This is an optimization exercise on Yosys and OpenROAD, whose aim is small area, a short achievable clock period and few clock cycles per item, not a production implementation.
At most, simulation tests tie the RTL to the original design; equivalence was not proved.
Only the layout flow was run in runs 1 and 4; the RTL was not checked for function there.
Power and IR drop assume default switching activity.

--- run.sh ---
#!/bin/bash
# synth_recipe.tcl (not shown) runs the flow's synth.tcl, then flattens the netlist and writes it again
# the make line also repeats each setting of config.mk as NAME=value (left out here)
make -C /OpenROAD-flow-scripts/flow DESIGN_CONFIG=/design/flow/config.mk WORK_HOME=/design/flow/orfs CLKGATE_MAP_FILE= SYNTH_SCRIPT=/design/flow/synth_recipe.tcl finish
--- config.mk ---
export PLATFORM = sky130hd
export DESIGN_NAME = voltage_sag_load_limiter
export DESIGN_NICKNAME = voltage_sag_load_limiter
export VERILOG_FILES = /design/flow/design.v
export SDC_FILE = /design/flow/constraint.sdc
export NUM_CORES = 4
export LEC_CHECK = 0
export CAP_MARGIN = 20
export CORE_MARGIN = 2
export CORE_UTILIZATION = 40
export PLACE_DENSITY = 0.6
export SLEW_MARGIN = 20
--- constraint.sdc ---
create_clock -name core_clock -period 11.0 [get_ports {clk}]
set_input_delay 2.2000 -clock core_clock [delete_from_list [all_inputs] [get_ports {clk}]]
set_output_delay 2.2000 -clock core_clock [all_outputs]
set_load 0.01 [all_outputs]
--- design.v ---
`default_nettype none
package vsll_pkg;
  localparam int ADC_W = 12;
  localparam int REQ_W = 7;
  localparam int MV_W = 16;
  localparam int CC_W = 8;
  localparam int CNT_W = 16;
  localparam int CFG_IDX_W = 3;
  localparam int CFG_DATA_W = 16;
  localparam int ADC_FULL_SCALE = 4095;
  localparam logic [1:0] CLASS_LOW = 2'd0;
  localparam logic [1:0] CLASS_HIGH = 2'd1;
  localparam logic [1:0] CLASS_BAND = 2'd2;
  localparam logic [CFG_IDX_W-1:0] REG_LOW_THRESHOLD = 3'd0;
  localparam logic [CFG_IDX_W-1:0] REG_HIGH_THRESHOLD = 3'd1;
  localparam logic [CFG_IDX_W-1:0] REG_LIMIT_CEILING = 3'd2;
  localparam logic [CFG_IDX_W-1:0] REG_CONFIRM_CYCLES = 3'd3;
  localparam logic [CFG_IDX_W-1:0] REG_PAUSE_DOWN_INIT = 3'd4;
  localparam logic [CFG_IDX_W-1:0] REG_PAUSE_UP_LOW = 3'd5;
  localparam logic [CFG_IDX_W-1:0] REG_PAUSE_UP_HIGH = 3'd6;
  localparam logic [CFG_IDX_W-1:0] REG_MAX_NO_NOMINAL = 3'd7;
  localparam logic [MV_W-1:0] RST_LOW_THRESHOLD = 16'd11000;
  localparam logic [MV_W-1:0] RST_HIGH_THRESHOLD = 16'd13000;
  localparam logic [REQ_W-1:0] RST_LIMIT_CEILING = 7'd10;
  localparam logic [CC_W-1:0] RST_CONFIRM_CYCLES = 8'd4;
  localparam logic [CNT_W-1:0] RST_PAUSE_DOWN_INIT = 16'd10;
  localparam logic [CNT_W-1:0] RST_PAUSE_UP_LOW = 16'd50;
  localparam logic [CNT_W-1:0] RST_PAUSE_UP_HIGH = 16'd20;
  localparam logic [CNT_W-1:0] RST_MAX_NO_NOMINAL = 16'd1000;
  typedef struct packed {
    logic [ADC_W-1:0] adc_sample;
    logic [REQ_W-1:0] required_step;
  } in_item_t;
  typedef struct packed {
    logic [MV_W-1:0]  filtered_mv;
    logic [1:0]       level_class;
    logic [REQ_W-1:0] curr_limit;
    logic             limit_moved;
    logic             no_nominal_error;
    logic [CNT_W-1:0] error_total;
  } out_item_t;
  typedef struct packed {
    logic [MV_W-1:0]  low_threshold_mv;
    logic [MV_W-1:0]  high_threshold_mv;
    logic [REQ_W-1:0] limit_ceiling;
    logic [CC_W-1:0]  confirm_cycles;
    logic [CNT_W-1:0] pause_down_init;
    logic [CNT_W-1:0] pause_up_after_low;
    logic [CNT_W-1:0] pause_up_after_high;
    logic [CNT_W-1:0] max_no_nominal;
  } cfg_t;
  typedef struct packed {
    logic [1:0]       level_class;
    logic [REQ_W-1:0] curr_limit;
    logic             limit_moved;
    logic             no_nominal_error;
    logic [CNT_W-1:0] error_total;
  } lvl_res_t;
endpackage
`default_nettype wire
`default_nettype none
import vsll_pkg::*;
module voltage_sag_load_limiter #(
  parameter int AVG_DEPTH = 16,
  parameter int VREF_MV = 3300,
  parameter int DIVIDER_RATIO = 11
) (
  input  wire logic                            clk,
  input  wire logic                            rst,
  input  wire logic                            in_valid,
  output logic                                 in_stall,
  input  wire logic [18:0]                     in_data,
  output logic                                 out_valid,
  input  wire logic                            out_stall,
  output logic [42:0]                          out_data,
  input  wire logic                            cfg_we,
  input  wire logic [vsll_pkg::CFG_IDX_W-1:0]  cfg_index,
  input  wire logic [vsll_pkg::CFG_DATA_W-1:0] cfg_data
);
  logic [15:0] cfg_low, cfg_high, cfg_pdi, cfg_pul, cfg_puh, cfg_maxnn;
  logic [6:0]  cfg_ceil;
  logic [7:0]  cfg_cc;
  always_ff @(posedge clk) begin
    if (rst) begin
      cfg_low <= RST_LOW_THRESHOLD;
      cfg_high <= RST_HIGH_THRESHOLD;
      cfg_ceil <= RST_LIMIT_CEILING;
      cfg_cc <= RST_CONFIRM_CYCLES;
      cfg_pdi <= RST_PAUSE_DOWN_INIT;
      cfg_pul <= RST_PAUSE_UP_LOW;
      cfg_puh <= RST_PAUSE_UP_HIGH;
      cfg_maxnn <= RST_MAX_NO_NOMINAL;
    end else if (cfg_we) begin
      case (cfg_index)
        3'd0: cfg_low <= cfg_data;
        3'd1: cfg_high <= cfg_data;
        3'd2: cfg_ceil <= cfg_data[6:0];
        3'd3: cfg_cc <= cfg_data[7:0];
        3'd4: cfg_pdi <= cfg_data;
        3'd5: cfg_pul <= cfg_data;
        3'd6: cfg_puh <= cfg_data;
        default: cfg_maxnn <= cfg_data;
      endcase
    end
  end
  logic aux_v;             
  logic v0, v1, v2, v3;
  logic blocked, fire, load3;
  assign in_stall = aux_v;
  assign blocked = out_valid && out_stall;
  assign fire = v3 && !blocked;
  assign load3 = !v3 || !blocked;
  always_ff @(posedge clk) begin
    if (rst) begin
      aux_v <= 1'b0;
      v0 <= 1'b0;
      v1 <= 1'b0;
      v2 <= 1'b0;
      v3 <= 1'b0;
      out_valid <= 1'b0;
    end else begin
      if (!aux_v) begin
        v0 <= in_valid;
        v1 <= v0;
        v2 <= v1;
      end
      aux_v <= !load3 && (aux_v || v2);
      if (load3) v3 <= aux_v || v2;
      if (fire) out_valid <= 1'b1;
      else if (!out_stall) out_valid <= 1'b0;
    end
  end
  logic [11:0] w0;
  logic [6:0]  req0, req1, req2;
  always_ff @(posedge clk) begin
    if (!aux_v) begin
      w0 <= in_data[18:7];
      req0 <= in_data[6:0];
      req1 <= req0;
      req2 <= req1;
    end
  end
  logic [11:0] win [1:16];
  logic [4:0]  fill;
  logic [15:0] sum;
  logic        shift;
  assign shift = v0 && !aux_v;
  always_ff @(posedge clk) begin
    if (shift) begin
      win[1] <= w0;
      for (int i = 2; i <= 16; i++) win[i] <= win[i-1];
    end
  end
  always_ff @(posedge clk) begin
    if (rst) begin
      fill <= '0;
      sum <= '0;
    end else if (shift) begin
      if (!fill[4]) fill <= fill + 5'd1;
      sum <= sum + 16'(w0) - 16'(fill[4] ? win[16] : 12'd0);
    end
  end
  logic [11:0] avg;
  logic [23:0] qsum;
  logic [11:0] q2;
  assign avg = sum[15:4];
  assign qsum = (24'(avg) << 11) - (24'(avg) << 9) + (24'(avg) << 7) - (24'(avg) << 4)
              + (24'(avg) << 1) + 24'(avg >> 1) - 24'(avg >> 3) + 24'(avg >> 5)
              - 24'(avg >> 9);
  always_ff @(posedge clk) begin
    if (!aux_v) q2 <= qsum[22:11];
  end
  logic [11:0] aux_q;
  logic [6:0]  aux_req;
  always_ff @(posedge clk) begin
    if (!aux_v) begin
      aux_q <= q2;
      aux_req <= req2;
    end
  end
  logic [11:0] q3in;
  logic [15:0] mv3n;
  logic [15:0] mv3;
  logic        lt3, gt3;
  logic [6:0]  req3;
  assign q3in = aux_v ? aux_q : q2;
  assign mv3n = (16'(q3in) << 3) + (16'(q3in) << 1) + 16'(q3in);
  always_ff @(posedge clk) begin
    if (load3) begin
      mv3 <= mv3n;
      lt3 <= mv3n < cfg_low;
      gt3 <= mv3n > cfg_high;
      req3 <= aux_v ? aux_req : req2;
    end
  end
  logic [6:0]  limit, prev_req;
  logic [7:0]  low_cnt, high_cnt;
  logic [15:0] raise_pause, lower_pause, nn_count, err_total;
  logic [15:0] mv_o;
  logic [1:0]  cls_o;
  logic        moved_o, nne_o;
  logic        c_low, c_high;
  logic [15:0] rp, lp;
  logic [7:0]  lc_n, hc_n;
  logic [15:0] rp_n, lp_n, nn_n;
  logic        up, down, hz, err;
  logic [9:0]  lsum;
  logic [6:0]  lim_n;
  always_comb begin
    c_low = lt3;
    c_high = !lt3 && gt3;
    rp = (raise_pause != 16'd0) ? raise_pause - 16'd1 : 16'd0;
    lp = (lower_pause != 16'd0) ? lower_pause - 16'd1 : 16'd0;
    lc_n = c_low ? ((low_cnt != 8'd0) ? low_cnt - 8'd1 : 8'd0) : cfg_cc;
    hc_n = c_high ? ((high_cnt != 8'd0) ? high_cnt - 8'd1 : 8'd0) : cfg_cc;
    up = c_low && (low_cnt[7:1] == 7'd0) && (raise_pause[15:1] == 15'd0) && (limit < cfg_ceil);
    hz = c_high && (high_cnt[7:1] == 7'd0);
    down = hz && (lower_pause[15:1] == 15'd0) && (limit != 7'd0);
    rp_n = (up || down) ? cfg_pdi : rp;
    lp_n = up ? cfg_pul : (down ? cfg_puh : lp);
    if (hz) nn_n = 16'd0;
    else if (nn_count < cfg_maxnn) nn_n = nn_count + 16'd1;
    else nn_n = nn_count;
    err = hz ? (cfg_maxnn == 16'd0) : (17'(nn_count) + 17'd1 >= 17'(cfg_maxnn));
    lsum = 10'(limit) + 10'(req3) + 10'(up) - 10'(down) - 10'(prev_req);
    if (lsum[9]) lim_n = 7'd0;
    else if (lsum[8:0] > 9'(cfg_ceil)) lim_n = cfg_ceil;
    else lim_n = lsum[6:0];
  end
  always_ff @(posedge clk) begin
    if (rst) begin
      limit <= 7'd0;
      prev_req <= RST_LIMIT_CEILING;
      low_cnt <= RST_CONFIRM_CYCLES;
      high_cnt <= RST_CONFIRM_CYCLES;
      raise_pause <= '0;
      lower_pause <= '0;
      nn_count <= '0;
      err_total <= '0;
    end else if (fire) begin
      limit <= lim_n;
      low_cnt <= lc_n;
      high_cnt <= hc_n;
      raise_pause <= rp_n;
      lower_pause <= lp_n;
      nn_count <= nn_n;
      if (err) err_total <= err_total + 16'd1;
      else prev_req <= req3;
    end
  end
  always_ff @(posedge clk) begin
    if (fire) begin
      mv_o <= mv3;
      cls_o <= c_low ? CLASS_LOW : (c_high ? CLASS_HIGH : CLASS_BAND);
      moved_o <= (lim_n != limit);
      nne_o <= err;
    end
  end
  assign out_data = {mv_o, cls_o, limit, moved_o, nne_o, err_total};
endmodule
`default_nettype wire
==> results of run 1 <==
sequential cells by signal, summed over array words and instances, names as in the netlist, 8 cells and up:
signal       cells
cfg_pul         16
err_total       16
sum             16
q2              12
cfg_high        16
low_cnt          8
cfg_cc           8
mv_o            16
cfg_pdi         16
win            192
raise_pause     16
cfg_maxnn       16
w0              12
mv3             16
cfg_low         16
high_cnt         8
lower_pause     16
cfg_puh         16
aux_q           12
nn_count        16
critical path: cells and delay by family, from the launching register on:
kind                     cells  cell delay, ps
AO/OA/AOI/OAI                9            2110
XOR/XNOR                     1             240
adder cells (fa/ha/maj)      5            1910
buffers and inverters        6             850
flip-flops                   1             570
multiplexers                 1             440
AND/OR/NAND/NOR              6            1750
power groups by stage:
| stage | registers (mW) | logic [mW] | clock network (mW) |
|---|---|---|---|
| after floorplan | 2.47 | 2.39 | 0 |
| after global placement | 2.49 | 3.10 | 0 |
| after detailed placement | 2.49 | 3.21 | 0 |
| after CTS | 2.45 | 3.25 | 2.10 |
| after global routing | 2.46 | 3.71 | 2.17 |
| final | 2.45 | 3.23 | 2.04 |
per-layer routing:
metal | vias up | track usage, %
met5 | - | 0
met2 | 387 | 30.83
li1 | 9003 | -
met1 | 9018 | 23.16
met3 | 105 | 2.585
met4 | 0 | 6.748
kinds of logic (layout without fill, tap and decap cells):
family                   after synthesis  after routing  share of synthesized area, %
AND/OR/NAND/NOR                      751            751                         12.89
flip-flops                           533            533                         50.67
AO/OA/AOI/OAI                        515            515                         12.45
buffers and inverters                349            460                         5.225
adder cells (fa/ha/maj)              271            271                         14.96
XOR/XNOR                              66             66                         2.171
multiplexers                          40             40                         1.631
area by class of cell:
class	instances	area (sq um)	share of cell area, %
flip-flops and latches	533	13490	44.54
multi-input cells	1643	11770	38.85
clock buffers	75	1533	5.060
well taps	864	1081	3.569
repair buffers	104	1003	3.313
inverters	251	950.9	3.139
clock inverters	30	462.9	1.528
worst max path at each step:
stage | cells after the start | startpoint | end
2_1_floorplan | 6 | aux_v$_SDFF_PP0_ | win[10][0]$_DFFE_PP_
3_3_place_gp | 28 | lt3$_DFFE_PP_ | moved_o$_DFFE_PP_
3_5_place_dp | 28 | lt3$_DFFE_PP_ | moved_o$_DFFE_PP_
4_1_cts | 28 | lt3$_DFFE_PP_ | moved_o$_DFFE_PP_
5_1_grt | 28 | lt3$_DFFE_PP_ | moved_o$_DFFE_PP_
6_report | 28 | lt3$_DFFE_PP_ | moved_o$_DFFE_PP_
cell usage in the layout (no fill, tap or decap), types with 27 or more instances in the layout:
master | netlist | layout
sky130_fd_sc_hd__nand2_1 | 323 | 322
sky130_fd_sc_hd__edfxtp_1 | 282 | 282
sky130_fd_sc_hd__dfxtp_1 | 251 | 251
sky130_fd_sc_hd__inv_1 | 250 | 247
sky130_fd_sc_hd__a21oi_1 | 194 | 194
sky130_fd_sc_hd__ha_1 | 192 | 192
sky130_fd_sc_hd__nor2_1 | 159 | 157
sky130_fd_sc_hd__clkdlybuf4s50_1 | 0 | 86
sky130_fd_sc_hd__o21ai_0 | 81 | 81
sky130_fd_sc_hd__fa_1 | 79 | 79
sky130_fd_sc_hd__nand3_1 | 56 | 56
sky130_fd_sc_hd__clkbuf_16 | 0 | 56
sky130_fd_sc_hd__xnor2_1 | 49 | 49
sky130_fd_sc_hd__nor3_1 | 47 | 45
sky130_fd_sc_hd__o211ai_1 | 37 | 37
sky130_fd_sc_hd__a21o_1 | 28 | 28
sky130_fd_sc_hd__nand4_1 | 28 | 28
sky130_fd_sc_hd__mux2_2 | 27 | 27
per-stage QoR:
stage	hold WS, ps	worst slack (ps)	power, mW
after floorplan	400.3	2769	4.859
after global placement	402.1	3183	5.588
after detailed placement	404.5	3051	5.705
after CTS	408.8	3024	7.801
after global routing	406.2	2343	8.343
final	412.0	2870	7.714
==> impl_results.md, run 1 <==
* Status: no timing/DRC/antenna violations
* Critical path fanouts, max at 29
* Number of enable flip-flop cells after synthesis at 282
* Global-route wire length before repair at 98,860 microns
* Library cell with the highest instance count after synthesis: sky130_fd_sc_hd__nand2_1
* Final-report max-slew violation count at 0
* Post-layout net count at 2,903
* Post-synthesis net count at 2,839
* Worst Hold Endpoint: win[12][7]$_DFFE_PP_
* Routed length per placed instance at 17.61 microns
* Nature of the critical path startpoint: flop
* Netlist Area Pre-Place at approximately 27,000 sq um
* Final critical-path required period at 8130 ps
* Maximum operating frequency at 0.1230 GHz
* Capture point of the worst reg-to-reg path: moved_o$_DFFE_PP_
* Instance count of the mapped netlist at 2,525
* Pwr dens at around 250 nW/um^2
* Post-placement cell count at 3,395
* Post-route standard cell area excluding fillers at ~30,000 sq um
* Hold Crit Class: flop to flop
* Vias per std cell at 5.289
* HPWL Detailed at 41,530 microns
* Setup TNS Final at 0 ps
* Cell repeated most along the worst path: sky130_fd_sc_hd__inv_1
* Relative max-transition margin at 32.47%
* Post-cts gate resize count at 0
* Setup slack of the most critical reg-to-reg path at about 2900 ps
* Total Routing Usage GR at 18.01%
* Max-cap viol count at 0
* Part of the total power dissipated in combinational logic at 41.8%
* Fraction of layout cells with a size suffix above 1 at 6.373%
* Cell types with the highest counts after synthesis: 323 x sky130_fd_sc_hd__nand2_1, 282 x sky130_fd_sc_hd__edfxtp_1, 251 x sky130_fd_sc_hd__dfxtp_1
* Number of warning messages in the yosys log at 2
* Port Buffers at between 80 and 90
* Fraction of registers with async set/reset at 0%
* DIE WIDTH at ~260 microns
* Avg Inst Size Synth at 10.55 sq um
* Initial core utilization at between 40 and 50%
* Total wire length at 61,650 microns
* Total CTS buffers at 56
* Max VDD drop at around 0.20 mV
* Flop pwr share at between 30% and 40%
* Post-detailed-route count of antenna-violating nets at 0
* Worst-path clk slew at ~70 ps
* Sequential cell area fraction in the yosys report at 50.67%
* Clock buffer depth at 3
* Number of DRC markers in iteration 0 at 1,216
* Site Rows at 94
* Nature of the critical path endpoint: flop
* Clock sinks at ~530
* TritonCTS clock tree: yes
* Via Count at 18,510
* Data required time of the critical path at about 11,000 ps
* Hold Crit Depth at 0
* Synth top area cells: sky130_fd_sc_hd__edfxtp_1 32%, sky130_fd_sc_hd__dfxtp_1 19%, sky130_fd_sc_hd__ha_1 9.0%
* Most frequently used flop master after synthesis: sky130_fd_sc_hd__edfxtp_1
* Filler cell count in the final layout at slightly above 6,000
* GR Overflow Total at 0
* Number of cell instances on the worst register-to-register path at 28
* Clock insertion delay at the later pin of the skew report at 620 ps
* Biggest area consumer among synthesized cells: sky130_fd_sc_hd__edfxtp_1
* Metal2 WL at slightly below 30,000 microns
* Static Leak at roughly 12 nW
* Level count of the clock H-tree at 2
* Worst stage delay on the critical path at 630 ps
* CTS root buffer: sky130_fd_sc_hd__clkbuf_16
* Total count of hold-check failures in the final report at 0
* Number of antenna violations at the first check in global routing at 0
* Fraction of power spent switching nets at 35.54%
* Clock network fraction of total power at 26.4%
* Switching power summed over all nets at ~2.7 mW
* RSZ-0062 raised after global routing: no
* Die footprint at 68,650 sq um
* Core footprint at 65,860 sq um
* Routability congestion estimate from global placement at about 0.88
* Number of buffers inserted for hold repair after clock tree synthesis at 0
* Hold_sp: win[11][7]$_DFFE_PP_
* Part of the cycle the worst path needs at 73.91%
* Slowest CP cell: sky130_fd_sc_hd__and4_4
* CP Data Arrival Time at roughly 8500 ps
* Highest layer used for signal routing: met4
* Die boundary height at 262.0 microns
* Transition time of the tightest slew-check pin at just over 1000 ps
* Area overhead of the layout relative to synthesis at 13.76%
* Wire length the detailed router placed on met1 at 27,430 microns
* Post-CTS Setup Repair Bufs at 0
* Post-layout util at between 40% and 50%
* Internal power consumption at 4.973 mW
* Total inserted antenna cells at 0
* Top-area cell type share of the netlist area at between 30% and 40%
* Setup violation total in the final timing report at 0
* Area post-placement at around 28,000 sq um
* Number of top-level pins at 88
* RR Startpoint: lt3$_DFFE_PP_
* Largest net degree at the start of global routing at 122
* CP Class: flop to flop
* Met3 wire length at about 2600 microns
* Number of distinct standard cells referenced by the synthesized netlist at 84
* Remaining routing DRC violations at 0
* Post-synthesis register bit count at between 500 and 600
* Final cell count without fillers at 3,500
* Pre-antenna DRT Iters at 5
* Number of global-route vias before repair at between 15,000 and 20,000
* Layout Skew at 24.03 ps
==> run 2, diff against run 1 <==
--- a/design.v
+++ b/design.v
@@ -106,13 +106,15 @@
   logic aux_v;             
   logic v0, v1, v2, v3;
   logic blocked, fire, load3;
-  assign in_stall = aux_v;
+  logic stall_q;           
+  assign in_stall = stall_q;
   assign blocked = out_valid && out_stall;
   assign fire = v3 && !blocked;
   assign load3 = !v3 || !blocked;
   always_ff @(posedge clk) begin
     if (rst) begin
       aux_v <= 1'b0;
+      stall_q <= 1'b0;
       v0 <= 1'b0;
       v1 <= 1'b0;
       v2 <= 1'b0;
@@ -125,6 +127,7 @@
         v2 <= v1;
       end
       aux_v <= !load3 && (aux_v || v2);
+      stall_q <= !load3 && (aux_v || v2);
       if (load3) v3 <= aux_v || v2;
       if (fire) out_valid <= 1'b1;
       else if (!out_stall) out_valid <= 1'b0;
@@ -184,12 +187,26 @@
   logic        lt3, gt3;
   logic [6:0]  req3;
   assign q3in = aux_v ? aux_q : q2;
-  assign mv3n = (16'(q3in) << 3) + (16'(q3in) << 1) + 16'(q3in);
+  logic [17:0] m_s, m_c, lo_s, lo_c, hi_s, hi_c, lo_d, hi_d, lown, high18;
+  always_comb begin
+    m_s = 18'(q3in) ^ (18'(q3in) << 1) ^ (18'(q3in) << 3);
+    m_c = ((18'(q3in) & (18'(q3in) << 1)) | (18'(q3in) & (18'(q3in) << 3))
+          | ((18'(q3in) << 1) & (18'(q3in) << 3))) << 1;
+    mv3n = 16'(m_s + m_c);
+    lown = ~(18'(cfg_low));
+    high18 = 18'(cfg_high);
+    lo_s = m_s ^ m_c ^ lown;
+    lo_c = ((m_s & m_c) | (m_s & lown) | (m_c & lown)) << 1;
+    lo_d = lo_s + lo_c + 18'd1;
+    hi_s = high18 ^ ~m_s ^ ~m_c;
+    hi_c = ((high18 & ~m_s) | (high18 & ~m_c) | (~m_s & ~m_c)) << 1;
+    hi_d = hi_s + hi_c + 18'd2;
+  end
   always_ff @(posedge clk) begin
     if (load3) begin
       mv3 <= mv3n;
-      lt3 <= mv3n < cfg_low;
-      gt3 <= mv3n > cfg_high;
+      lt3 <= lo_d[17];
+      gt3 <= hi_d[17];
       req3 <= aux_v ? aux_req : req2;
     end
   end
@@ -200,12 +217,30 @@
   logic [1:0]  cls_o;
   logic        moved_o, nne_o;
   logic        c_low, c_high;
-  logic [15:0] rp, lp;
+  logic [15:0] rp, lp, et_inc;
   logic [7:0]  lc_n, hc_n;
   logic [15:0] rp_n, lp_n, nn_n;
-  logic        up, down, hz, err;
-  logic [9:0]  lsum;
-  logic [6:0]  lim_n;
+  logic        up, down, hz, err, lim_nz;
+  logic [9:0]  vm, v0c, vp;
+  logic [6:0]  lm, l0, lp7, lim_n;
+  logic        mm, m0, mp, moved;
+  function automatic logic [7:0] clampm(input logic [9:0] v, input logic eq,
+                                        input logic [6:0] ceil, input logic [6:0] lim,
+                                        input logic nz);
+    logic [6:0] r;
+    logic       m;
+    if (v[9]) begin
+      r = 7'd0;
+      m = nz;
+    end else if (v[8:0] > 9'(ceil)) begin
+      r = ceil;
+      m = (lim != ceil);
+    end else begin
+      r = v[6:0];
+      m = !eq;
+    end
+    clampm = {m, r};
+  endfunction
   always_comb begin
     c_low = lt3;
     c_high = !lt3 && gt3;
@@ -213,19 +248,25 @@
     lp = (lower_pause != 16'd0) ? lower_pause - 16'd1 : 16'd0;
     lc_n = c_low ? ((low_cnt != 8'd0) ? low_cnt - 8'd1 : 8'd0) : cfg_cc;
     hc_n = c_high ? ((high_cnt != 8'd0) ? high_cnt - 8'd1 : 8'd0) : cfg_cc;
+    lim_nz = (limit != 7'd0);
     up = c_low && (low_cnt[7:1] == 7'd0) && (raise_pause[15:1] == 15'd0) && (limit < cfg_ceil);
     hz = c_high && (high_cnt[7:1] == 7'd0);
-    down = hz && (lower_pause[15:1] == 15'd0) && (limit != 7'd0);
+    down = hz && (lower_pause[15:1] == 15'd0) && lim_nz;
     rp_n = (up || down) ? cfg_pdi : rp;
     lp_n = up ? cfg_pul : (down ? cfg_puh : lp);
     if (hz) nn_n = 16'd0;
     else if (nn_count < cfg_maxnn) nn_n = nn_count + 16'd1;
     else nn_n = nn_count;
     err = hz ? (cfg_maxnn == 16'd0) : (17'(nn_count) + 17'd1 >= 17'(cfg_maxnn));
-    lsum = 10'(limit) + 10'(req3) + 10'(up) - 10'(down) - 10'(prev_req);
-    if (lsum[9]) lim_n = 7'd0;
-    else if (lsum[8:0] > 9'(cfg_ceil)) lim_n = cfg_ceil;
-    else lim_n = lsum[6:0];
+    et_inc = err_total + 16'd1;
+    vm = 10'(limit) + 10'(req3) - 10'(prev_req) - 10'd1;
+    v0c = 10'(limit) + 10'(req3) - 10'(prev_req);
+    vp = 10'(limit) + 10'(req3) - 10'(prev_req) + 10'd1;
+    {mm, lm} = clampm(vm, (8'(req3) == 8'(prev_req) + 8'd1), cfg_ceil, limit, lim_nz);
+    {m0, l0} = clampm(v0c, (req3 == prev_req), cfg_ceil, limit, lim_nz);
+    {mp, lp7} = clampm(vp, (8'(req3) + 8'd1 == 8'(prev_req)), cfg_ceil, limit, lim_nz);
+    lim_n = up ? lp7 : (down ? lm : l0);
+    moved = up ? mp : (down ? mm : m0);
   end
   always_ff @(posedge clk) begin
     if (rst) begin
@@ -244,7 +285,7 @@
       raise_pause <= rp_n;
       lower_pause <= lp_n;
       nn_count <= nn_n;
-      if (err) err_total <= err_total + 16'd1;
+      if (err) err_total <= et_inc;
       else prev_req <= req3;
     end
   end
@@ -252,7 +293,7 @@
     if (fire) begin
       mv_o <= mv3;
       cls_o <= c_low ? CLASS_LOW : (c_high ? CLASS_HIGH : CLASS_BAND);
-      moved_o <= (lim_n != limit);
+      moved_o <= moved;
       nne_o <= err;
     end
   end
==> flow/run.sh (new file) <==
#!/bin/bash
# Standard layout, with the timing repair aimed at a tighter setup target than the clock
# period (the clock period and every constraint stay as given).
set -euo pipefail
bash standard.sh SETUP_SLACK_MARGIN=7 finish > standard_flow.log 2>&1
==> standard.sh (new file) <==
#!/bin/bash
# synth_recipe.tcl (not shown) runs the flow's synth.tcl, then flattens the netlist and writes it again
# the make line also repeats each setting of config.mk as NAME=value (left out here)
make -C /OpenROAD-flow-scripts/flow DESIGN_CONFIG=/design/flow/config.mk WORK_HOME=/design/flow/orfs CLKGATE_MAP_FILE= SYNTH_SCRIPT=/design/flow/synth_recipe.tcl "${@:-finish}"
removed: run.sh
==> run 2 against run 1 <==
Utilization increased by 2.5 points; via count increased by 12%; total power increased by 16%; clock power decreased by 7%; critical path type unchanged; non-clock buffer count increased by 94; first-iteration DRC count increased by 8.6%; largest power group unchanged; synthesized area increased by 6.7%.
==> impl_results.md, run 2 <==
* Final critical-path required period at 4858 ps (-3272 ps)
* Number of buffers inserted for hold repair after clock tree synthesis at 0 (unchanged)
* Library cell with the highest instance count after synthesis: sky130_fd_sc_hd__nand2_1
* Largest reg by FF count: win
* GR Overflow Total at 0 (unchanged)
* Number of antenna violations at the first check in global routing at 0 (unchanged)
* Final-report max-slew violation count at 0 (unchanged)
* Vias per std cell at 5.310 (+0.40%)
* Post-detailed-route count of antenna-violating nets at 0 (unchanged)
* Setup slack of the most critical reg-to-reg path at 6140 ps (+3270 ps)
* Total count of hold-check failures in the final report at 0 (unchanged)
* Sequential cell area fraction in the yosys report at 47.51% (-3.2 points)
* Setup TNS Final at 0 ps (unchanged)
* Cell family contributing the most delay on the critical path: simple AND/OR/NAND/NOR gates
* Post-layout util at 48.44% (+2.5 points)
* Area overhead of the layout relative to synthesis at 19.66%
* Instance count of the mapped netlist at 2,760 (+9.3%)
* Fraction of layout cells with a size suffix above 1 at 13.95% (+7.6 points)
* Core footprint at 70,150 sq um (+6.5%)
* Clock buffer depth at 3 (unchanged)
* Number of distinct standard cells referenced by the synthesized netlist at 98 (+17%)
* Number of top-level pins at 88 (unchanged)
* Number of warning messages in the yosys log at 2 (unchanged)
* Part of the cycle the worst path needs at 44.17% (-30 points)
* CTS root buffer: sky130_fd_sc_hd__clkbuf_16
* Die footprint at 73,150 sq um (+6.6%)
* Synth top area cells: sky130_fd_sc_hd__edfxtp_1 30%, sky130_fd_sc_hd__dfxtp_1 18%, sky130_fd_sc_hd__ha_1 10%
* Total wire length at 70,740 microns (+15%)
* Maximum operating frequency at 0.2058 GHz (+67%)
* Avg Inst Size Synth at 10.29 sq um (-2.4%)
* Number of DRC markers in iteration 0 at 1,320 (+8.6%)
* Post-synthesis register bit count at 533 (unchanged)
* Buffers & Inverters on Critical Path at 5 (-1)
* HPWL Detailed at 47,650 microns (+15%)
* TritonCTS clock tree: yes
* Global-route wire length before repair at 110,900 microns (+12%)
* Cell types with the highest counts after synthesis: 336 x sky130_fd_sc_hd__nand2_1, 282 x sky130_fd_sc_hd__edfxtp_1, 272 x sky130_fd_sc_hd__inv_1
* Total Routing Usage GR at 18.71% (+0.69 points)
* Post-layout net count at 3,299 (+14%)
* Routed length per placed instance at 18.07 microns (+2.6%)
* Via Count at 20,790 (+12%)
* Most frequently used flop master after synthesis: sky130_fd_sc_hd__edfxtp_1
* Worst hold slack at 406.8 ps (-5.264 ps)
* Pre-antenna DRT Iters at 6 (+1)
* Number of flip-flops under the largest register name at 192 (unchanged)
* Remaining routing DRC violations at 0 (unchanged)
* RSZ-0062 raised after global routing: yes
* Worst stage delay on the critical path at 570 ps (-60 ps)
* Leading cell types in the layout, fill and taps excluded: 333 x sky130_fd_sc_hd__nand2_1, 282 x sky130_fd_sc_hd__edfxtp_1, 242 x sky130_fd_sc_hd__inv_1
* Worst-path clk slew at 60 ps (about the same)
* CP Class: flop to flop
* Clock sinks at 533 (unchanged)
* Nature of the critical path startpoint: flop
* Cell repeated most along the worst path: sky130_fd_sc_hd__inv_2
* Biggest area consumer among synthesized cells: sky130_fd_sc_hd__edfxtp_1
* Setup violation total in the final timing report at 0 (unchanged)
* CP Data Arrival Time at 5310 ps (-3180 ps)
* Number of enable flip-flop cells after synthesis at 282 (unchanged)
* Critical path fanouts, max at 7 (-76%)
* Total CTS buffers at 57 (+1.8%)
* Number of global-route vias before repair at 20,660 (+11%)
* Level count of the clock H-tree at 2 (unchanged)
* Layout Skew at 42.33 ps (+18.30 ps)
* Power consumption at 8.943 mW (+16%)
* Slowest CP cell: sky130_fd_sc_hd__fa_1
* Die boundary height at 270.5 microns (+3.2%)
* Post-synthesis net count at 3,133 (+10%)
* Status: no timing/DRC/antenna violations
* Routability congestion estimate from global placement at 0.9245 (+4.8%)
* Most common library cell in the layout ignoring fill and taps: sky130_fd_sc_hd__nand2_1
* Clock insertion delay at the later pin of the skew report at 630 ps (about the same)
* Netlist Area Pre-Place at 28,400 sq um (+6.7%)
* Pwr dens at 263.2 nW/um^2 (+3.3%)
* Data required time of the critical path at 11,450 ps (+90 ps)
* Cells along the critical path: inv_2, fa_1, inv_2, ha_4, a211oi_4, o21ba_4, or2_4, inv_8, nor4_4, xnor2_2, inv_2, ha_4, and2_4, nand4_1, o311ai_1, nand3_1, and4bb_2, o21ai_2, a222oi_1, buf_4, o221a_4, a221oi_2
* Nature of the critical path endpoint: flop
* Port Buffers at 87 (unchanged)
* Static Leak at 13.25 nW (+13%)
* Max-cap viol count at 0 (unchanged)
* Largest net degree at the start of global routing at 133 (+9.0%)
* Total inserted antenna cells at 0 (unchanged)
* Fraction of registers with async set/reset at 0% (unchanged)
* Max VDD drop at 0.1830 mV (-6.8%)
* Site Rows at 97 (+3.2%)
* Relative max-transition margin at 33.96% (+1.5 points)
* Transition time of the tightest slew-check pin at 981.6 ps (-31.33 ps)
* Top-area cell type share of the netlist area at 29.82% (-2.0 points)
* Initial core utilization at 40.49% (+0.059 points)
* DIE WIDTH at 270.5 microns (+3.2%)
* Hold Crit Class: flop to flop
run 2: cell type report:
cell class              instances  area [sq um]
clock inverters                39         347.8
multi-input cells            1858         14420
flip-flops and latches        533         13560
clock buffers                  68          1498
inverters                     278          1107
fillers                      6487         36170
repair buffers                198          1882
well taps                     940          1176
run 2: logic make-up (layout without fill, tap and decap cells):
| group | after synthesis | after routing | synth area share, % |
|---|---|---|---|
| flip-flops | 533 | 533 | 47.51 |
| AND/OR/NAND/NOR | 852 | 852 | 13.88 |
| buffers and inverters | 371 | 583 | 4.987 |
| AO/OA/AOI/OAI | 542 | 544 | 12.01 |
| adder cells (fa/ha/maj) | 330 | 330 | 17.23 |
| XOR/XNOR | 91 | 91 | 2.833 |
| multiplexers | 41 | 41 | 1.555 |
run 2: power breakdown:
group / total [mW] / switching, mW / internal (mW) / leakage (nW)
sequential: 2.47 / 0.0787 / 2.39 / 4.77
combinational: 4.58 / 2.38 / 2.20 / 7.58
clock: 1.89 / 0.824 / 1.07 / 0.896
total: 8.94 / 3.28 / 5.66 / 13.2
run 2: final timing paths:
| path | cells after the start | to | start |
|---|---|---|---|
| hold / removal | 0 | win[3][11]$_DFFE_PP_ | win[2][11]$_DFFE_PP_ |
| setup reg to reg | 22 | limit[0]$_SDFFE_PP0P_ | req3[1]$_DFFE_PP_ |
| setup / recovery | 22 | limit[0]$_SDFFE_PP0P_ | req3[1]$_DFFE_PP_ |
| hold reg to reg | 0 | win[3][11]$_DFFE_PP_ | win[2][11]$_DFFE_PP_ |
run 2: layer usage:
metal / vias up / GRT usage, % / share of wire, % / wire length [microns]
met5: - / 0 / 0 / 0
met4: 0 / 6.892 / 3.2 / 2298
met3: 154 / 2.565 / 4.8 / 3428
met2: 508 / 31.77 / 49 / 34550
met1: 10120 / 24.31 / 43 / 30460
li1: 10010 / - / - / -
run 2: what timing repair did:
item	in CTS	in global routing
gates resized for setup	118	80
buffers inserted	58	34
hold endpoints to repair	0	0
cloned	2	2
endpoints found under the setup margin	71	137
pin swaps	52	73
run 2: stage by stage:
stage / worst slack [ps] / cell area, sq um / cells
detailed placement: 5468 / 30450 / 3710
global route: 5995 / 33980 / 3914
CTS: 6276 / 33320 / 3877
floorplan: 6307 / 28660 / 2760
global placement: 5512 / 30450 / 3710
finish: 6142 / 33980 / 3914
Testbench counts of run 2, summed over its fixed seeds: cycles 8,160, items 8,000.
==> run 3, diff against run 2 <==
==> run.sh (new file) <==
#!/bin/bash
# synth_recipe.tcl (not shown) runs the flow's synth.tcl, then flattens the netlist and writes it again
# the make line also repeats each setting of config.mk as NAME=value (left out here)
make -C /OpenROAD-flow-scripts/flow DESIGN_CONFIG=/design/flow/config.mk WORK_HOME=/design/flow/orfs CLKGATE_MAP_FILE= SYNTH_SCRIPT=/design/flow/synth_recipe.tcl finish
removed: flow/run.sh
removed: standard.sh
==> run 3 against run 2 <==
Non-clock buffer count is 95 lower; clock skew hardly changed; first-iteration DRC count is 8.2% lower; worst hold slack worse by 9.2 ps; final area is 5.2% lower; largest cell class unchanged.
==> impl_results.md, run 3 <==
* Number of flip-flops under the largest register name at 192 (unchanged)
* Initial core utilization at 40.49% (unchanged)
* Library cell with the highest instance count after synthesis: sky130_fd_sc_hd__nand2_1
* Instance count of the mapped netlist at 2,760 (unchanged)
* Top-area cell type share of the netlist area at 29.82% (unchanged)
* Clock network fraction of total power at 25.2% (+4.0 points)
* Leading cell types in the layout, fill and taps excluded: 334 x sky130_fd_sc_hd__nand2_1, 282 x sky130_fd_sc_hd__edfxtp_1, 270 x sky130_fd_sc_hd__inv_1
* Number of buffers inserted for hold repair after clock tree synthesis at 0 (unchanged)
* Routed length per placed instance at 17.60 microns (-2.6%)
* Cell types with the highest counts after synthesis: 336 x sky130_fd_sc_hd__nand2_1, 282 x sky130_fd_sc_hd__edfxtp_1, 272 x sky130_fd_sc_hd__inv_1
* Hold_sp: mv3[14]$_DFFE_PP_
* Total Routing Usage GR at 18.19% (-0.51 points)
* Global-route wire length before repair at 107,800 microns (-2.8%)
* Switching power summed over all nets at 2.828 mW (-14%)
* Number of top-level pins at 88 (unchanged)
* Fraction of layout cells with a size suffix above 1 at 6.044% (-7.9 points)
* DP Worst Slack at 5156 ps (-312.7 ps)
* Number of distinct standard cells referenced by the synthesized netlist at 98 (unchanged)
* Pwr dens at 246.8 nW/um^2 (-6.2%)
* Data required time of the critical path at 11,460 ps (about the same)
* Nature of the critical path endpoint: flop
* Nature of the critical path startpoint: flop
* Most common library cell in the layout ignoring fill and taps: sky130_fd_sc_hd__nand2_1
* Number of enable flip-flop cells after synthesis at 282 (unchanged)
* Worst-path clk slew at 60 ps (about the same)
* DIE WIDTH at 270.5 microns (unchanged)
* Total count of hold-check failures in the final report at 0 (unchanged)
* Sequential cell area fraction in the yosys report at 47.51% (unchanged)
* Pre-antenna DRT Iters at 5 (-1)
* Routability congestion estimate from global placement at 0.9109 (-1.5%)
* Register area at 13,490 sq um (-0.46%)
* Netlist Area Pre-Place at 28,400 sq um (unchanged)
* Total inserted antenna cells at 0 (unchanged)
* Die boundary height at 270.5 microns (unchanged)
* Fraction of registers with async set/reset at 0% (unchanged)
* Vias per std cell at 5.319 (+0.16%)
* Number of DRC markers in iteration 0 at 1,212 (-8.2%)
* CP Data Arrival Time at 6420 ps (+1110 ps)
* Worst hold slack at 397.5 ps (-9.244 ps)
* RR Startpoint: req3[1]$_DFFE_PP_
* Die footprint at 73,150 sq um (unchanged)
* Port Buffers at 87 (unchanged)
* Transition time of the tightest slew-check pin at 1059 ps (+77.77 ps)
* Clock insertion delay at the later pin of the skew report at 640 ps (about the same)
* Relative max-transition margin at 29.23% (-4.7 points)
* Setup violation total in the final timing report at 0 (unchanged)
* Layout Skew at 42.61 ps (+0.2841 ps)
* Post-synthesis net count at 3,133 (unchanged)
* Area overhead of the layout relative to synthesis at 13.44%
* Worst setup margin at 5032 ps (-1110 ps)
* Part of the cycle the worst path needs at 54.25% (+10 points)
* Most frequently used flop master after synthesis: sky130_fd_sc_hd__edfxtp_1
* TritonCTS clock tree: yes
* Critical Path Source: req3[1]$_DFFE_PP_
* Flop pwr share at 31.0% (+3.4 points)
* CTS root buffer: sky130_fd_sc_hd__clkbuf_16
* Clock sinks at 533 (unchanged)
* Level count of the clock H-tree at 2 (unchanged)
* Post-cts gate resize count at 0 (-100%)
* Largest reg by FF count: win
* Setup TNS Final at 0 ps (unchanged)
* Area of the multi-input gates at 13,510 sq um (-6.3%)
* Part of the total power dissipated in combinational logic at 43.8% (-7.4 points)
* Post-detailed-route count of antenna-violating nets at 0 (unchanged)
* Number of antenna violations at the first check in global routing at 0 (unchanged)
* Power consumption at 7.951 mW (-11%)
* Remaining routing DRC violations at 0 (unchanged)
* Fraction of power spent switching nets at 35.57% (-1.1 points)
* Biggest area consumer among synthesized cells: sky130_fd_sc_hd__edfxtp_1
* Number of warning messages in the yosys log at 2 (unchanged)
* Internal power consumption at 5.123 mW (-9.5%)
* Total wire length at 67,230 microns (-5.0%)
* Largest net degree at the start of global routing at 131 (-1.5%)
* Post-CTS Setup Repair Bufs at 0 (-100%)
* Hold Crit Class: flop to flop
* Site Rows at 97 (unchanged)
* Filler cell count in the final layout at 6,615 (+2.0%)
* Total CTS buffers at 58 (+1.8%)
* Max VDD drop at 0.1848 mV (+0.95%)
* Setup slack of the most critical reg-to-reg path at 5030 ps (-1110 ps)
* Number of global-route vias before repair at 20,540 (-0.59%)
* Final critical-path required period at 5968 ps (+1110 ps)
* Max-cap viol count at 0 (unchanged)
* Static Leak at 12.66 nW (-4.4%)
* Status: no timing/DRC/antenna violations
* GR Overflow Total at 0 (unchanged)
* Post-synthesis register bit count at 533 (unchanged)
* Via Count at 20,310 (-2.3%)
* Core footprint at 70,150 sq um (unchanged)
* Avg Inst Size Synth at 10.29 sq um (unchanged)
* HPWL Detailed at 47,560 microns (-0.18%)
* CP Class: flop to flop
* Clock buffer depth at 3 (unchanged)
* Post-layout net count at 3,203 (-2.9%)
* Maximum operating frequency at 0.1676 GHz (-19%)
* Synth top area cells: sky130_fd_sc_hd__edfxtp_1 30%, sky130_fd_sc_hd__dfxtp_1 18%, sky130_fd_sc_hd__ha_1 10%
* RSZ-0062 raised after global routing: no
* Final-report max-slew violation count at 0 (unchanged)
* Critical path fanouts, max at 8 (+1)
==> run 3: layout make-up <==
class | instances | area share (%)
Clock buffer | 78 | 5.095
Clock inverter | 31 | 1.087
Inverter | 278 | 3.270
Multi-Input combinational cell | 1856 | 41.92
Sequential cell | 533 | 41.88
Tap cell | 940 | 3.651
Timing Repair Buffer | 103 | 3.091
==> run 3: metal layers <==
layer	vias up	share of wire (%)	routed length [microns]	track usage [%]
met5	-	0	0	0
met4	0	2.8	1867	5.976
met2	517	48	32490	31.25
li1	9799	-	-	-
met3	131	5.2	3464	2.938
met1	9866	44	29410	23.35
==> run 3: path summary, 6_finish.rpt <==
path | cells past startpoint | to
worst max-delay path | 21 | limit[0]$_SDFFE_PP0P_
worst min-delay path | 0 | mv_o[14]$_DFFE_PP_
worst max register to register | 21 | limit[0]$_SDFFE_PP0P_
worst min register to register | 0 | mv_o[14]$_DFFE_PP_
==> run 3: critical path, stage by stage (launching register included) <==
cell,delay [ps]
sky130_fd_sc_hd__edfxtp_1,490
sky130_fd_sc_hd__inv_1,100
sky130_fd_sc_hd__fa_1,570
sky130_fd_sc_hd__inv_1,60
sky130_fd_sc_hd__ha_1,320
sky130_fd_sc_hd__a211oi_2,340
sky130_fd_sc_hd__o21ba_2,220
sky130_fd_sc_hd__or2_4,150
sky130_fd_sc_hd__inv_2,100
sky130_fd_sc_hd__nor4_2,470
sky130_fd_sc_hd__xnor2_1,200
sky130_fd_sc_hd__inv_1,80
sky130_fd_sc_hd__ha_1,290
sky130_fd_sc_hd__and2_0,160
sky130_fd_sc_hd__nand4_1,160
sky130_fd_sc_hd__o311ai_0,140
sky130_fd_sc_hd__nand3_1,250
sky130_fd_sc_hd__a311oi_1,510
sky130_fd_sc_hd__o21ai_0,220
sky130_fd_sc_hd__a222oi_1,620
sky130_fd_sc_hd__o221a_2,310
sky130_fd_sc_hd__a221oi_2,60
==> run 3: metrics by stage <==
step	util (%)	area, sq um	instances
finish	45.93	32220	3819
global route	45.93	32220	3819
detailed placement	43.07	30210	3710
floorplan	-	28400	2760
CTS	45.91	32200	3819
global placement	43.05	30200	3709
==> run 3: power by group through the flow <==
stage | combinational [mW] | clock (mW) | sequential [mW]
after global placement | 3.38 | 0 | 2.51
after CTS | 3.53 | 2.06 | 2.47
after detailed placement | 3.48 | 0 | 2.51
after global routing | 4.06 | 2.14 | 2.48
after floorplan | 2.71 | 0 | 2.48
final | 3.48 | 2.00 | 2.47
==> run 3: kinds of logic after synthesis <==
group / after synthesis / synth area share [%]
compound gates: 542 / 12.01
fa+ha+maj: 330 / 17.23
xor+xnor: 91 / 2.833
buf+inv: 371 / 4.987
mux: 41 / 1.555
flops: 533 / 47.51
simple gates: 852 / 13.88
==> run 4, diff against run 3 <==
--- a/design.v
+++ b/design.v
@@ -103,6 +103,13 @@
       endcase
     end
   end
+  logic [6:0]  limit, prev_req;
+  logic [7:0]  low_cnt, high_cnt;
+  logic [15:0] raise_pause, lower_pause, nn_count, err_total;
+  logic [15:0] mv_o;
+  logic [1:0]  cls_o;
+  logic        moved_o, nne_o;
+  logic        err;
   logic aux_v;             
   logic v0, v1, v2, v3;
   logic blocked, fire, load3;
@@ -202,25 +209,46 @@
     hi_c = ((high18 & ~m_s) | (high18 & ~m_c) | (~m_s & ~m_c)) << 1;
     hi_d = hi_s + hi_c + 18'd2;
   end
+  logic [6:0] req3n;
+  logic [8:0] dA, dB, d3;
+  logic       dzA, dzB, dmA, dmB, dpA, dpB;
+  logic       dz3, dm3, dp3;
+  logic       use_a;
+  always_comb begin
+    req3n = aux_v ? aux_req : req2;
+    dA = 9'(req3n) - 9'(req3);
+    dB = 9'(req3n) - 9'(prev_req);
+    dzA = (req3n == req3);
+    dzB = (req3n == prev_req);
+    dmA = (8'(req3n) + 8'd1 == 8'(req3));
+    dmB = (8'(req3n) + 8'd1 == 8'(prev_req));
+    dpA = (8'(req3n) == 8'(req3) + 8'd1);
+    dpB = (8'(req3n) == 8'(prev_req) + 8'd1);
+  end
   always_ff @(posedge clk) begin
     if (load3) begin
       mv3 <= mv3n;
       lt3 <= lo_d[17];
       gt3 <= hi_d[17];
-      req3 <= aux_v ? aux_req : req2;
+      req3 <= req3n;
+      if (use_a) begin
+        d3 <= dA;
+        dz3 <= dzA;
+        dm3 <= dmA;
+        dp3 <= dpA;
+      end else begin
+        d3 <= dB;
+        dz3 <= dzB;
+        dm3 <= dmB;
+        dp3 <= dpB;
+      end
     end
   end
-  logic [6:0]  limit, prev_req;
-  logic [7:0]  low_cnt, high_cnt;
-  logic [15:0] raise_pause, lower_pause, nn_count, err_total;
-  logic [15:0] mv_o;
-  logic [1:0]  cls_o;
-  logic        moved_o, nne_o;
   logic        c_low, c_high;
   logic [15:0] rp, lp, et_inc;
   logic [7:0]  lc_n, hc_n;
   logic [15:0] rp_n, lp_n, nn_n;
-  logic        up, down, hz, err, lim_nz;
+  logic        up, down, hz, lim_nz;
   logic [9:0]  vm, v0c, vp;
   logic [6:0]  lm, l0, lp7, lim_n;
   logic        mm, m0, mp, moved;
@@ -259,12 +287,13 @@
     else nn_n = nn_count;
     err = hz ? (cfg_maxnn == 16'd0) : (17'(nn_count) + 17'd1 >= 17'(cfg_maxnn));
     et_inc = err_total + 16'd1;
-    vm = 10'(limit) + 10'(req3) - 10'(prev_req) - 10'd1;
-    v0c = 10'(limit) + 10'(req3) - 10'(prev_req);
-    vp = 10'(limit) + 10'(req3) - 10'(prev_req) + 10'd1;
-    {mm, lm} = clampm(vm, (8'(req3) == 8'(prev_req) + 8'd1), cfg_ceil, limit, lim_nz);
-    {m0, l0} = clampm(v0c, (req3 == prev_req), cfg_ceil, limit, lim_nz);
-    {mp, lp7} = clampm(vp, (8'(req3) + 8'd1 == 8'(prev_req)), cfg_ceil, limit, lim_nz);
+    vm = 10'(limit) + {d3[8], d3} - 10'd1;
+    v0c = 10'(limit) + {d3[8], d3};
+    vp = 10'(limit) + {d3[8], d3} + 10'd1;
+    {mm, lm} = clampm(vm, dp3, cfg_ceil, limit, lim_nz);
+    {m0, l0} = clampm(v0c, dz3, cfg_ceil, limit, lim_nz);
+    {mp, lp7} = clampm(vp, dm3, cfg_ceil, limit, lim_nz);
+    use_a = fire && !err;
     lim_n = up ? lp7 : (down ? lm : l0);
     moved = up ? mp : (down ? mm : m0);
   end
==> flow/run.sh (new file) <==
#!/bin/bash
# Standard layout, with the timing repair aimed at a tighter setup target than the clock
# period (the clock period and every constraint stay as given).
set -euo pipefail
bash standard.sh SETUP_SLACK_MARGIN=7 finish > standard_flow.log 2>&1
==> standard.sh (new file) <==
#!/bin/bash
# synth_recipe.tcl (not shown) runs the flow's synth.tcl, then flattens the netlist and writes it again
# the make line also repeats each setting of config.mk as NAME=value (left out here)
make -C /OpenROAD-flow-scripts/flow DESIGN_CONFIG=/design/flow/config.mk WORK_HOME=/design/flow/orfs CLKGATE_MAP_FILE= SYNTH_SCRIPT=/design/flow/synth_recipe.tcl "${@:-finish}"
removed: run.sh
==> run 4 against run 3 <==
Total power is 10% higher; sequential share of layout area is 2.4 points lower; flip-flop and latch count is 11 higher; setup slack better by 1500 ps; fmax is 34% higher; wire length is 5.6% higher; highest routed layer is now met5; via count is 3.2% higher; synthesized cell count is 1.3% higher; largest power group unchanged; sequential power is 2% higher; largest cell class unchanged; critical endpoint is now q2[8]$_DFFE_PN_; final cell count is 3.9% higher; non-clock buffer count is 102 higher; worst hold slack better by 17 ps; still clean.
==> impl_results.md, run 4 <==
* Status: no timing/DRC/antenna violations
* Worst-path clk slew at 60 ps (about the same)
* Slowest CP cell: sky130_fd_sc_hd__fa_1
* Pre-antenna DRT Iters at 5 (unchanged)
* Synth top area cells: sky130_fd_sc_hd__edfxtp_1 30%, sky130_fd_sc_hd__dfxtp_1 17%, sky130_fd_sc_hd__ha_1 10%
* Clock sinks at 544 (+2.1%)
* Pwr dens at 249.4 nW/um^2 (+1.0%)
* Clock network fraction of total power at 23.7% (-1.5 points)
* Total CTS buffers at 59 (+1.7%)
* Total count of hold-check failures in the final report at 0 (unchanged)
* CP Data Arrival Time at 4850 ps (-1570 ps)
* Number of buffers inserted for hold repair after clock tree synthesis at 0 (unchanged)
* Instance count of the mapped netlist at 2,795 (+1.3%)
* Fraction of power spent switching nets at 35.81% (+0.24 points)
* Post-synthesis net count at 3,171 (+1.2%)
* Worst stage delay on the critical path at 550 ps (-70 ps)
* Top-area cell type share of the netlist area at 30.22% (+0.41 points)
* Initial core utilization at 40.58% (+0.096 points)
* Number of global-route vias before repair at 20,650 (+0.53%)
* HPWL Detailed at 47,820 microns (+0.54%)
* Total inserted antenna cells at 0 (unchanged)
* RSZ-0062 raised after global routing: yes
* CTS root buffer: sky130_fd_sc_hd__clkbuf_16
* Largest net degree at the start of global routing at 118 (-9.9%)
* Biggest area consumer among synthesized cells: sky130_fd_sc_hd__edfxtp_1
* Data required time of the critical path at 11,390 ps (-70 ps)
* Number of warning messages in the yosys log at 2 (unchanged)
* DIE WIDTH at 273.8 microns (+1.2%)
* Max VDD drop at 0.1630 mV (-12%)
* Buffers & Inverters on Critical Path at 3 (-1)
* Worst Hold Endpoint: win[12][9]$_DFFE_PP_
* Fraction of layout cells with a size suffix above 1 at 15.60% (+9.6 points)
* Setup TNS Final at 0 ps (unchanged)
* Fraction of registers with async set/reset at 0% (unchanged)
* Hold Crit Class: flop to flop
* Setup slack of the most critical reg-to-reg path at 6540 ps (+1500 ps)
* Clock buffer depth at 3 (unchanged)
* Cell types with the highest counts after synthesis: 348 x sky130_fd_sc_hd__nand2_1, 293 x sky130_fd_sc_hd__edfxtp_1, 260 x sky130_fd_sc_hd__inv_1
* Clock insertion delay at the later pin of the skew report at 660 ps (+20 ps)
* Critical path fanouts, max at 3 (-5)
* Largest reg by FF count: win
* Nature of the critical path endpoint: flop
* Flop pwr share at 28.6% (-2.4 points)
* Routed length per placed instance at 17.89 microns (+1.6%)
* Library cell with the highest instance count after synthesis: sky130_fd_sc_hd__nand2_1
* Total Routing Usage GR at 18.49% (+0.30 points)
* Filler cell count in the final layout at 6,415 (-3.0%)
* Number of enable flip-flop cells after synthesis at 293 (+3.9%)
* Maximum operating frequency at 0.2240 GHz (+34%)
* Level count of the clock H-tree at 2 (unchanged)
* Via Count at 20,960 (+3.2%)
* Number of distinct standard cells referenced by the synthesized netlist at 93 (-5.1%)
* Port Buffers at 87 (unchanged)
* Sequential cell area fraction in the yosys report at 47.49% (about the same)
* Layout Skew at 51.87 ps (+9.262 ps)
* Most frequently used flop master after synthesis: sky130_fd_sc_hd__edfxtp_1
* Vias per std cell at 5.282 (-0.70%)
* Transition time of the tightest slew-check pin at 1019 ps (-40.30 ps)
* Total wire length at 71,010 microns (+5.6%)
* Part of the cycle the worst path needs at 40.58% (-14 points)
* Nature of the critical path startpoint: flop
* Cell repeated most along the worst path: sky130_fd_sc_hd__fa_1
* Relative max-transition margin at 31.54% (+2.3 points)
* Core footprint at 71,730 sq um (+2.3%)
* Internal power consumption at 5.632 mW (+9.9%)
* Routability congestion estimate from global placement at 0.8876 (-2.6%)
* Remaining routing DRC violations at 0 (unchanged)
* Number of antenna violations at the first check in global routing at 1 (+1)
* Site Rows at 98 (+1.0%)
* CP Class: flop to flop
* Post-synthesis register bit count at 544 (+2.1%)
* Avg Inst Size Synth at 10.42 sq um (+1.2%)
* Capture point of the worst reg-to-reg path: q2[8]$_DFFE_PN_
* Area overhead of the layout relative to synthesis at 20.85%
* Global-route wire length before repair at 111,100 microns (+3.1%)
* Number of flip-flops under the largest register name at 192 (unchanged)
* Static Leak at 13.72 nW (+8.4%)
* Leading cell types in the layout, fill and taps excluded: 343 x sky130_fd_sc_hd__nand2_1, 293 x sky130_fd_sc_hd__edfxtp_1, 235 x sky130_fd_sc_hd__inv_1
* Cell family contributing the most delay on the critical path: adder cells
* Max-cap viol count at 0 (unchanged)
* Worst setup margin at 6537 ps (+1505 ps)
* GR Overflow Total at 0 (unchanged)
* Switching power summed over all nets at 3.142 mW (+11%)
* Hold Crit Depth at 0 (unchanged)
* Number of cell instances on the worst register-to-register path at 17 (-19%)
* Setup violation total in the final timing report at 0 (unchanged)
* Cells along the critical path: buf_6, ha_4, inv_2, fa_1, fa_1, fa_1, ha_4, a21o_1, a21oi_2, a211oi_2, o21a_1, o211ai_1, nand3b_1, buf_4, a21o_1, a21oi_2, xnor2_1
* Number of DRC markers in iteration 0 at 1,504 (+24%)
* Netlist Area Pre-Place at 29,110 sq um (+2.5%)
* Final critical-path required period at 4463 ps (-1505 ps)
* Final-report max-slew violation count at 0 (unchanged)
* Post-detailed-route count of antenna-violating nets at 0 (unchanged)
* RR Startpoint: sum[13]$_SDFFE_PP0P_
* Die boundary height at 273.8 microns (+1.2%)
* Most common library cell in the layout ignoring fill and taps: sky130_fd_sc_hd__nand2_1
* TritonCTS clock tree: yes
* Part of the total power dissipated in combinational logic at 47.7% (+3.9 points)
* Number of top-level pins at 88 (unchanged)
* DP Worst Slack at 5264 ps (+107.9 ps)
* Die footprint at 74,950 sq um (+2.5%)
* Hold_sp: win[11][9]$_DFFE_PP_
* Post-layout net count at 3,344 (+4.4%)
[run 4: cell count changes after synthesis, moves of 12 or more]
cell | previous run | this run
sky130_fd_sc_hd__a21oi_1 | 239 | 227
sky130_fd_sc_hd__xnor2_1 | 64 | 76
sky130_fd_sc_hd__inv_1 | 272 | 260
sky130_fd_sc_hd__nand3b_1 | 4 | 38
sky130_fd_sc_hd__nand3_1 | 77 | 44
sky130_fd_sc_hd__nand2_1 | 336 | 348
[run 4: layout make-up]
cell class                 instances  area (sq um)  share of cell area (%)
tap                              950          1189                   3.379
clock inverter                    37         425.4                   1.209
sequential                       544         13900                   39.50
inverter                         263          1026                   2.916
timing repair buffer             205          1977                   5.619
multi-input combinational       1895         15000                   42.63
clock buffer                      75          1670                   4.748
[run 4: cell families (layout without fill, tap and decap cells)]
group           Yosys count  count (layout)  synth area share, %
fa+ha+maj               333             333                16.84
compound gates          516             516                11.05
simple gates            881             882                14.47
mux                      54              54                2.089
buf+inv                 357             580                4.754
xor+xnor                110             110                3.310
flops                   544             544                47.49
[run 4: routing by layer]
| metal | vias to the layer above | track usage [%] | part of all wire [%] |
|---|---|---|---|
| li1 | 10140 | - | - |
| met4 | 2 | 6.068 | 3.1 |
| met1 | 10210 | 24.67 | 45 |
| met5 | - | 0 | 0.013 |
| met2 | 483 | 31.01 | 48 |
| met3 | 136 | 2.474 | 4.4 |
[run 4: worst max-delay path by stage]
stage                                endpoint  depth (start not counted)  slack (ps)                startpoint
floorplan                       dp3$_DFFE_PP_                         23        6630  nn_count[2]$_SDFFE_PP0P_
global placement    nn_count[11]$_SDFFE_PP0P_                         12        5440                 out_stall
detailed placement   nn_count[8]$_SDFFE_PP0P_                         12        5260                 out_stall
CTS                           q2[8]$_DFFE_PN_                         17        6590      sum[13]$_SDFFE_PP0P_
global route                  q2[8]$_DFFE_PN_                         17        6350      sum[10]$_SDFFE_PP0P_
finish                        q2[8]$_DFFE_PN_                         17        6540      sum[13]$_SDFFE_PP0P_
[run 4: stage by stage]
stage                     instances  hold slack [ps]  util, %  instance area [sq um]  power, mW
after floorplan                2795            400.3        -                  29370      5.238
after global placement         3751            402.9    43.38                  31120      5.917
after detailed placement       3751            404.5    43.38                  31120      6.041
after CTS                      3923            415.7    47.62                  34160      8.382
after global routing           3969            420.1    49.05                  35180      9.494
final                          3969            414.8    49.05                  35180      8.774
[run 4: power by group through the flow]
stage               combinational (mW)  clock (mW)  sequential (mW)
finish                            4.18        2.08             2.51
global route                      4.75        2.22             2.52
CTS                               3.74        2.13             2.51
detailed placement                3.48           0             2.56
global placement                  3.36           0             2.56
floorplan                         2.72           0             2.52
[run 4: timing repair]
item	4_1_cts	5_1_grt
pin swaps	37	77
setup endpoints to repair	78	55
cloned	3	2
hold endpoints to repair	0	0
resized for setup	96	123
buffers inserted	57	44

[static timing again, ports no longer ideal]
In the flow no input, the clock included, has a driving cell. The finished layouts below were timed again as built, in two steps. Step 1: set_driving_cell puts a clkbuf_16 on clk and a buf_2 on each other input, an assumption about the parent block. Step 2 moves the port delays by t, midway between the first and last clock arrival at a register: inputs arrive t later, outputs are due t later. That takes back most of the time a late clock gives input paths. Slacks: ideal / step 1 / step 2; pairs: ideal / step 1.
run | t (ns) | slack for setup (ns) | worst slew at a driven data input, ns
run 1 | 0.667 | 2.870 / 2.870 / 2.870 | 0.07
run 2 | 0.672 | 6.142 / 6.142 / 6.142 | 0.05
run 3 | 0.671 | 5.032 / 5.032 / 5.032 | 0.05
run 4 | 0.690 | 6.537 / 6.537 / 5.984 | 0.09
After both steps every run listed still meets setup and hold. For run 4, which loses most, drivers alone change the setup slack by 0.000 ns; drivers and shift together by -0.553 ns.
